Context: an optimization exercise on an open-source flow, tuned for small area, a short achievable clock period and few clock cycles per item. The choices shown serve that exercise and are no tape-out recipe. Only simulation tests tie the RTL to the original design; equivalence was not proved. Power is estimated from default activity; no workload was simulated.

$ cat flow/run.sh
#!/bin/bash
# synth_recipe.tcl (not shown) runs the flow's synth.tcl, then flattens the netlist and writes it again
# the make line also repeats each setting of config.mk as NAME=value (left out here)
make -C /OpenROAD-flow-scripts/flow DESIGN_CONFIG=/design/flow/config.mk WORK_HOME=/design/flow/orfs CLKGATE_MAP_FILE= SYNTH_SCRIPT=/design/flow/synth_recipe.tcl finish
$ cat flow/config.mk
export PLATFORM = sky130hd
export DESIGN_NAME = compacting_ordered_list
export DESIGN_NICKNAME = compacting_ordered_list
export VERILOG_FILES = /design/flow/design.v
export SDC_FILE = /design/flow/constraint.sdc
export NUM_CORES = 4
export LEC_CHECK = 0
export CAP_MARGIN = 20
export CORE_MARGIN = 2
export CORE_UTILIZATION = 40
export SLEW_MARGIN = 20
$ cat flow/constraint.sdc
create_clock -name core_clock -period 10.0 [get_ports {clk}]
set_input_delay 2.0000 -clock core_clock [delete_from_list [all_inputs] [get_ports {clk}]]
set_output_delay 2.0000 -clock core_clock [all_outputs]
set_load 0.01 [all_outputs]
$ cat flow/design.v
`timescale 1ns / 1ps
package col_pkg;
	localparam int COL_CAPACITY   = 64;
	localparam int COL_WORD_WIDTH = 32;
	localparam int OP_W      = 3;
	localparam int IDX_W     = 6;
	localparam int VAL_W     = 32;
	localparam int CNT_OUT_W = 7;
	localparam int ST_W      = 2;
	localparam int S_TDATA_W = 40;
	localparam int M_TDATA_W = 40;
	localparam int S_PAD_W   = S_TDATA_W - IDX_W - VAL_W;
	localparam int M_PAD_W   = M_TDATA_W - VAL_W - CNT_OUT_W;
	typedef enum logic [OP_W-1:0] {
		OP_APPEND       = 3'd0,
		OP_REMOVE_VALUE = 3'd1,
		OP_REMOVE_INDEX = 3'd2,
		OP_OVERWRITE    = 3'd3,
		OP_READ         = 3'd4,
		OP_SEARCH       = 3'd5,
		OP_CLEAR        = 3'd6
	} op_t;
	typedef enum logic [ST_W-1:0] {
		ST_OK   = 2'd0,
		ST_MISS = 2'd1,
		ST_FULL = 2'd2
	} st_t;
	typedef struct packed {
		logic capture;         
		logic append;          
		logic overwrite;       
		logic read_idx;        
		logic take_rdata;      
		logic take_word;       
		logic scan_start;      
		logic scan_step;       
		logic shift_start;     
		logic shift_from_hit;  
		logic shift_step;      
		logic dec_count;       
		logic clear;           
		logic set_st;          
		st_t  st;
		logic load_out;        
	} col_cmd_t;
	typedef struct packed {
		op_t  op;
		logic idx_ok;
		logic full;
		logic hit;
		logic scan_end;
		logic shift_end;
	} col_stat_t;
endpackage
`timescale 1ns / 1ps
module col_ctrl (
	input  logic      clk,
	input  logic      arst_n,
	input  logic      s_tvalid,
	output logic      s_tready,
	output logic      m_tvalid,
	input  logic      m_tready,
	input  col_pkg::col_stat_t stat,
	output col_pkg::col_cmd_t  cmd
);
	typedef enum logic [2:0] {
		IDLE,
		EXEC,
		READ_WAIT,
		SCAN,
		SHIFT,
		FIN
	} state_t;
	state_t state_q;
	state_t state_d;
	logic   out_valid_q;
	assign s_tready = (state_q == IDLE);
	assign m_tvalid = out_valid_q;
	always_comb begin
		cmd     = '0;
		state_d = state_q;
		case (state_q)
			IDLE: begin
				if (s_tvalid) begin
					cmd.capture = 1'b1;
					state_d     = EXEC;
				end
			end
			EXEC: begin
				state_d = FIN;
				case (stat.op)
					col_pkg::OP_APPEND: begin
						if (stat.full) begin
							cmd.set_st = 1'b1;
							cmd.st     = col_pkg::ST_FULL;
						end else begin
							cmd.append = 1'b1;
						end
					end
					col_pkg::OP_REMOVE_VALUE, col_pkg::OP_SEARCH: begin
						cmd.scan_start = 1'b1;
						state_d        = SCAN;
					end
					col_pkg::OP_REMOVE_INDEX: begin
						if (stat.idx_ok) begin
							cmd.shift_start = 1'b1;
							state_d         = SHIFT;
						end else begin
							cmd.set_st = 1'b1;
							cmd.st     = col_pkg::ST_MISS;
						end
					end
					col_pkg::OP_OVERWRITE: begin
						if (stat.idx_ok) begin
							cmd.overwrite = 1'b1;
						end else begin
							cmd.set_st = 1'b1;
							cmd.st     = col_pkg::ST_MISS;
						end
					end
					col_pkg::OP_READ: begin
						if (stat.idx_ok) begin
							cmd.read_idx = 1'b1;
							state_d      = READ_WAIT;
						end else begin
							cmd.set_st = 1'b1;
							cmd.st     = col_pkg::ST_MISS;
						end
					end
					col_pkg::OP_CLEAR: begin
						cmd.clear = 1'b1;
					end
					default: begin
					end
				endcase
			end
			READ_WAIT: begin
				cmd.take_rdata = 1'b1;
				state_d        = FIN;
			end
			SCAN: begin
				if (stat.hit) begin
					if (stat.op == col_pkg::OP_SEARCH) begin
						cmd.take_word = 1'b1;
						state_d       = FIN;
					end else begin
						cmd.shift_start    = 1'b1;
						cmd.shift_from_hit = 1'b1;
						state_d            = SHIFT;
					end
				end else if (stat.scan_end) begin
					cmd.set_st = 1'b1;
					cmd.st     = col_pkg::ST_MISS;
					state_d    = FIN;
				end else begin
					cmd.scan_step = 1'b1;
				end
			end
			SHIFT: begin
				if (stat.shift_end) begin
					cmd.dec_count = 1'b1;
					state_d       = FIN;
				end else begin
					cmd.shift_step = 1'b1;
				end
			end
			FIN: begin
				if (!out_valid_q || m_tready) begin
					cmd.load_out = 1'b1;
					state_d      = IDLE;
				end
			end
			default: begin
				state_d = IDLE;
			end
		endcase
	end
	always_ff @(posedge clk or negedge arst_n) begin
		if (!arst_n) begin
			state_q     <= IDLE;
			out_valid_q <= 1'b0;
		end else begin
			state_q <= state_d;
			if (cmd.load_out) begin
				out_valid_q <= 1'b1;
			end else if (m_tready) begin
				out_valid_q <= 1'b0;
			end
		end
	end
endmodule
`timescale 1ns / 1ps
module col_dp #(
	parameter int CAPACITY   = col_pkg::COL_CAPACITY,
	parameter int WORD_WIDTH = col_pkg::COL_WORD_WIDTH
) (
	input  logic                 clk,
	input  logic                 arst_n,
	input  col_pkg::col_cmd_t             cmd,
	output col_pkg::col_stat_t            stat,
	input  col_pkg::op_t                  in_op,
	input  logic [col_pkg::IDX_W-1:0]     in_idx,
	input  logic [col_pkg::VAL_W-1:0]     in_value,
	output logic [col_pkg::VAL_W-1:0]     out_data,
	output logic [col_pkg::CNT_OUT_W-1:0] out_count,
	output col_pkg::st_t                  out_st
);
	localparam int AW = (CAPACITY > 1) ? $clog2(CAPACITY) : 1;
	localparam int CW = $clog2(CAPACITY + 1);
	localparam int XW = (CW > col_pkg::IDX_W) ? CW : col_pkg::IDX_W;
	logic [WORD_WIDTH-1:0] mem [CAPACITY];
	col_pkg::op_t                   op_q;
	logic [col_pkg::IDX_W-1:0]      idx_q;
	logic [WORD_WIDTH-1:0] word_q;
	logic [CW-1:0]         count_q;
	logic [CW-1:0]         ptr_q;
	logic                  rd_vld_s1;
	logic [CW-1:0]         rd_addr_s1;
	logic [WORD_WIDTH-1:0] rdata_s1;
	logic [col_pkg::VAL_W-1:0]      data_q;
	col_pkg::st_t                   st_q;
	logic                  step;
	logic                  ptr_live;
	logic                  rd_en;
	logic [AW-1:0]         rd_addr;
	logic                  wr_en;
	logic [AW-1:0]         wr_addr;
	logic [WORD_WIDTH-1:0] wr_data;
	logic [CW-1:0]         shift_pos;
	assign step     = cmd.scan_step || cmd.shift_step;
	assign ptr_live = (ptr_q < count_q);
	assign stat.op        = op_q;
	assign stat.idx_ok    = (XW'(idx_q) < XW'(count_q));
	assign stat.full      = (count_q == CW'(CAPACITY));
	assign stat.hit       = rd_vld_s1 && (rdata_s1 == word_q);
	assign stat.scan_end  = !rd_vld_s1 && !ptr_live;
	assign stat.shift_end = !rd_vld_s1 && !ptr_live;
	assign rd_en   = cmd.read_idx || (step && ptr_live);
	assign rd_addr = cmd.read_idx ? AW'(idx_q) : AW'(ptr_q);
	always_ff @(posedge clk) begin
		if (rd_en) begin
			rdata_s1 <= mem[rd_addr];
		end
	end
	assign wr_en = cmd.append || cmd.overwrite || (cmd.shift_step && rd_vld_s1);
	always_comb begin
		wr_addr = AW'(rd_addr_s1 - CW'(1));
		wr_data = rdata_s1;
		if (cmd.append) begin
			wr_addr = AW'(count_q);
			wr_data = word_q;
		end else if (cmd.overwrite) begin
			wr_addr = AW'(idx_q);
			wr_data = word_q;
		end
	end
	always_ff @(posedge clk) begin
		if (wr_en) begin
			mem[wr_addr] <= wr_data;
		end
	end
	assign shift_pos = cmd.shift_from_hit ? rd_addr_s1 : CW'(idx_q);
	always_ff @(posedge clk or negedge arst_n) begin
		if (!arst_n) begin
			count_q    <= '0;
			ptr_q      <= '0;
			rd_vld_s1  <= 1'b0;
			rd_addr_s1 <= '0;
		end else begin
			if (cmd.clear) begin
				count_q <= '0;
			end else if (cmd.append) begin
				count_q <= count_q + CW'(1);
			end else if (cmd.dec_count) begin
				count_q <= count_q - CW'(1);
			end
			if (cmd.scan_start) begin
				ptr_q     <= '0;
				rd_vld_s1 <= 1'b0;
			end else if (cmd.shift_start) begin
				ptr_q     <= shift_pos + CW'(1);
				rd_vld_s1 <= 1'b0;
			end else if (step) begin
				rd_vld_s1 <= ptr_live;
				if (ptr_live) begin
					rd_addr_s1 <= ptr_q;
					ptr_q      <= ptr_q + CW'(1);
				end
			end
		end
	end
	always_ff @(posedge clk) begin
		if (cmd.capture) begin
			op_q   <= in_op;
			idx_q  <= in_idx;
			word_q <= WORD_WIDTH'(in_value);
			data_q <= '0;
			st_q   <= col_pkg::ST_OK;
		end
		if (cmd.set_st) begin
			st_q <= cmd.st;
		end
		if (cmd.take_rdata) begin
			data_q <= col_pkg::VAL_W'(rdata_s1);
		end else if (cmd.take_word) begin
			data_q <= col_pkg::VAL_W'(word_q);
		end
		if (cmd.load_out) begin
			out_data  <= data_q;
			out_count <= col_pkg::CNT_OUT_W'(count_q);
			out_st    <= st_q;
		end
	end
endmodule
`timescale 1ns / 1ps
module compacting_ordered_list #(
	parameter int CAPACITY   = col_pkg::COL_CAPACITY,
	parameter int WORD_WIDTH = col_pkg::COL_WORD_WIDTH
) (
	input  logic                 clk,
	input  logic                 arst_n,
	input  logic                 s_tvalid,
	output logic                 s_tready,
	input  logic [col_pkg::S_TDATA_W-1:0] s_tdata,   
	input  logic [col_pkg::OP_W-1:0]      s_tuser,   
	output logic                 m_tvalid,
	input  logic                 m_tready,
	output logic [col_pkg::M_TDATA_W-1:0] m_tdata,   
	output logic [col_pkg::ST_W-1:0]      m_tuser    
);
	col_pkg::col_cmd_t              cmd;
	col_pkg::col_stat_t             stat;
	logic [col_pkg::VAL_W-1:0]      out_data;
	logic [col_pkg::CNT_OUT_W-1:0]  out_count;
	col_pkg::st_t                   out_st;
	col_ctrl u_ctrl (
		.clk      (clk),
		.arst_n   (arst_n),
		.s_tvalid (s_tvalid),
		.s_tready (s_tready),
		.m_tvalid (m_tvalid),
		.m_tready (m_tready),
		.stat     (stat),
		.cmd      (cmd)
	);
	col_dp #(
		.CAPACITY   (CAPACITY),
		.WORD_WIDTH (WORD_WIDTH)
	) u_dp (
		.clk       (clk),
		.arst_n    (arst_n),
		.cmd       (cmd),
		.stat      (stat),
		.in_op     (col_pkg::op_t'(s_tuser)),
		.in_idx    (s_tdata[col_pkg::IDX_W-1:0]),
		.in_value  (s_tdata[col_pkg::IDX_W+col_pkg::VAL_W-1:col_pkg::IDX_W]),
		.out_data  (out_data),
		.out_count (out_count),
		.out_st    (out_st)
	);
	assign m_tdata = {{col_pkg::M_PAD_W{1'b0}}, out_count, out_data};
	assign m_tuser = out_st;
endmodule
==> out/results.ini <==
[clocking]
cts_buffers = 216
clock_latency_ns = 0.87
clk_pin_slew_worst_paths_ns = 0.06
root_buffer = clkbuf_16
cts_tree = done
cts_setup_buffers = 0
cts_buffer_depth = 3
numClockSinks = 2222
cts_hold_repair.buffers = 0
htree_levels = 4
cts_resized = 0

[synth]
yosysSeqAreaShare_pct = 75.5
yosysTopAreaCell = edfxtp_1
synth_ff_type = edfxtp_1
synth_top_area_share_pct = 74.8
synthArstFlopShare_pct = 1.17
synth_edf_count = 2196
synth_area_leaders = edfxtp_1 (75%), nand2_1 (6.3%), mux2i_1 (4.4%), nand3_1 (4.4%), a21oi_1 (1.1%)
ys.warnings.count = 2
syn_area_um2 = 88200
synth_commonest_cells = edfxtp_1 (2196), nand2_1 (1477), nand3_1 (771)
ys_types = 67
synth-seq-cells = 2222
synthCells = 6227
syn_area_per_cell_um2 = 14.2
yosysMostFrequentCell = edfxtp_1
syn-num-nets = 6293

[placement]
place_area_um2 = 93100
dp_hpwl_mm = 131
place.gp.congestion = 0.834
portBuffers = 87

[sta]
setup_viol = 0
worstMarginPinSlew_ns = 1.23
slew_headroom_pct = 16.6
maxSlewViolCount = 0
hold_viol = 0
fin_setup_tns_ns = 0
grt_setup_unrepaired = false
fmax_mhz = 158
skew_ns = 0.0390
period_needed_ns = 6.31
min_period_over_period_pct = 63.1
hold_slack_ns = 0.415

[routing]
ant_nets = 0
dr_total_vias = 53500
viasPerCell = 5.70
wl_mm = 247
wire_per_inst_um = 26.3
route.detailed.drc = 0
firstDrtPassIters = 6
drtIter0Drc = 6827

[floorplan]
die_w_um = 474
die_area_um2 = 224000
coreArea_um2 = 220000
die_h_um = 474
start_util_pct = 40.2
rows = 172
ios = 91

[setup_path]
crit_chain = ha_1, nand4b_1, nor2_1, a21o_1, a22o_4, buf_12, buf_4, mux2i_1, mux2i_1, o221ai_1, o32ai_1, a211o_1
worstPathArrival_ns = 6.87
crit_path_frequent_cell = mux2i_1
path_class = flop to flop
start_kind = flop
critical_path.slowest_cell = a21o_1
required_ns = 10.56
cp_slowest_stage_delay_ns = 0.80
endpoint_kind = flop
cp_max_fo = 177

[global_routing]
grt_pass1_vias = 50500
grt_first_pass_wirelength_mm = 355
gr-total-overflow = 0
grt_max_degree = 178
gr-usage-all-layers_pct = 21.6
antenna_found_initial = 15

[min_path]
hold_path.class = flop to flop

[power]
peakVddDrop_uv = 345
leakage_uw = 0.0336
p_per_area_nw_per_um2 = 302

[run_status]
outcome = timing/DRC/antenna clean

[layout]
fin_nets = 6387
fin_area_um2 = 100000
syn_to_final_growth_pct = 13.3
drive_gt1_share_pct = 9.43

[flow_run]
cap_violations = 0

==> power breakdown <==
part | leakage [uW] | switching (uW) | internal (uW)
logic | 0.0102 | 7180 | 2470
clock network | 0.00328 | 3530 | 4290
registers | 0.0201 | 382 | 12400
==> logic make-up after synthesis <==
| kind of cell | share of synthesized area, % |
|---|---|
| compound gates | 3.81 |
| xor+xnor | 0.486 |
| fa+ha+maj | 0.278 |
| buf+inv | 1.88 |
| flops | 75.5 |
| mux | 5.16 |
| other cells | 0.00425 |
| simple gates | 12.9 |
==> cells in the final DEF (no fill, tap or decap), types with 26 or more instances in the layout <==
cell type        Yosys  layout
a21oi_1            186     186
a22o_1              33      32
a31oi_1             65      62
a32oi_1             30      30
a41oi_1             28      27
buf_4               11     145
clkbuf_1           193      48
clkbuf_16            0     216
clkdlybuf4s50_1      0      87
clkinv_1             0      56
clkinv_2             0      42
dfrtp_1             26      26
edfxtp_1          2196    2196
mux2i_1            392     388
nand2_1           1477    1470
nand3_1            771     771
nand4_1             41      41
nor2_1             120      45
nor2_4               0      67
nor4_1              75      69
o221ai_1            38      38
o22ai_1             33      33
or4_1               27      27
xnor2_1             35      35
==> path summary, 6_finish.rpt <==
kind | depth (start not counted) | end | slack, ns | startpoint
worst max-delay path | 12 | u_dp.rdata_s1[10] | 3.69 | u_dp.idx_q[5]
worst min-delay path | 0 | u_dp.out_data[4] | 0.41 | u_dp.data_q[4]
worst max register to register | 12 | u_dp.rdata_s1[10] | 3.69 | u_dp.idx_q[5]
worst min register to register | 0 | u_dp.out_data[4] | 0.41 | u_dp.data_q[4]
max in group asynchronous | 2 | u_ctrl.out_valid_q | 8.17 | arst_n
min in group asynchronous | 2 | u_dp.count_q[2] | 1.52 | arst_n
==> sequential cells by signal, indices dropped and copies added, names as in the netlist, 6 cells and up <==
name             count
u_dp.count_q         7
u_dp.data_q         32
u_dp.idx_q           6
u_dp.mem          2048
u_dp.out_count       7
u_dp.out_data       32
u_dp.ptr_q           7
u_dp.rd_addr_s1      7
u_dp.rdata_s1       32
u_dp.word_q         32
==> worst max-delay path: cells and delay by family (launching register included) <==
family | cells | cell delay [ns]
multiplexers | 2 | 0.35
flip-flops | 1 | 0.57
AO/OA/AOI/OAI | 5 | 2.59
adder cells (fa/ha/maj) | 1 | 0.38
buffers and inverters | 2 | 1.27
AND/OR/NAND/NOR | 2 | 0.58
==> metrics by stage <==
step	setup slack, ns	cells	utilization (%)	power, uW
6_report	3.69	9375	45.5	30200
5_1_grt	3.50	9373	45.5	31400
4_1_cts	3.78	9371	45.5	30200
3_5_place_dp	3.80	8973	42.4	22500
3_3_place_gp	3.87	8973	42.4	22300
2_1_floorplan	3.70	6227	-	18600
==> final cells by class <==
type                       count  area (um^2)
sequential                  2222        66600
inverter                      19         71.3
multi-input combinational   3618        20800
clock inverter               134         1150
fill                       19100       120000
clock buffer                 264         5590
timing repair buffer         244         2200
tap                         2871         3590
antenna                        3         7.51
==> per-layer routing <==
metal	track usage, %	share of wire, %	vias to the layer above
li1	-	-	23500
met1	30.6	42	27100
met2	34.1	46	2461
met3	3.90	8.8	424
met4	6.26	2.7	4
met5	0	0.011	-
Testbench counts, summed over its fixed seeds: cycles 164,636, items 12,000.

==> separate check: timing with driven ports <==
Ports are ideal in the flow. The routed layout listed here was re-timed in OpenROAD.
Step 1 sets driving cells, clkbuf_16 on the clock port and buf_2 on the other inputs (assumed; they add their load-dependent delay and slew).
Step 2 also shifts input and output timing later by t, the mid clock arrival at the registers, as if the neighbouring blocks saw the same clock.
Slacks: ideal / step 1 / step 2; pairs: ideal / step 1.
shift t [ns]: 0.943
setup slack, ns: 3.687 / 3.687 / 3.687
hold WS [ns]: 0.415 / 0.415 / 0.415
latest minus earliest clock arrival (ns): 0.054 / 0.053
worst data-port slew with drivers (ns): 0.06
After both steps this run still meets setup and hold. For this run, drivers alone change the setup slack by 0.000 ns; drivers and shift together by 0.000 ns.
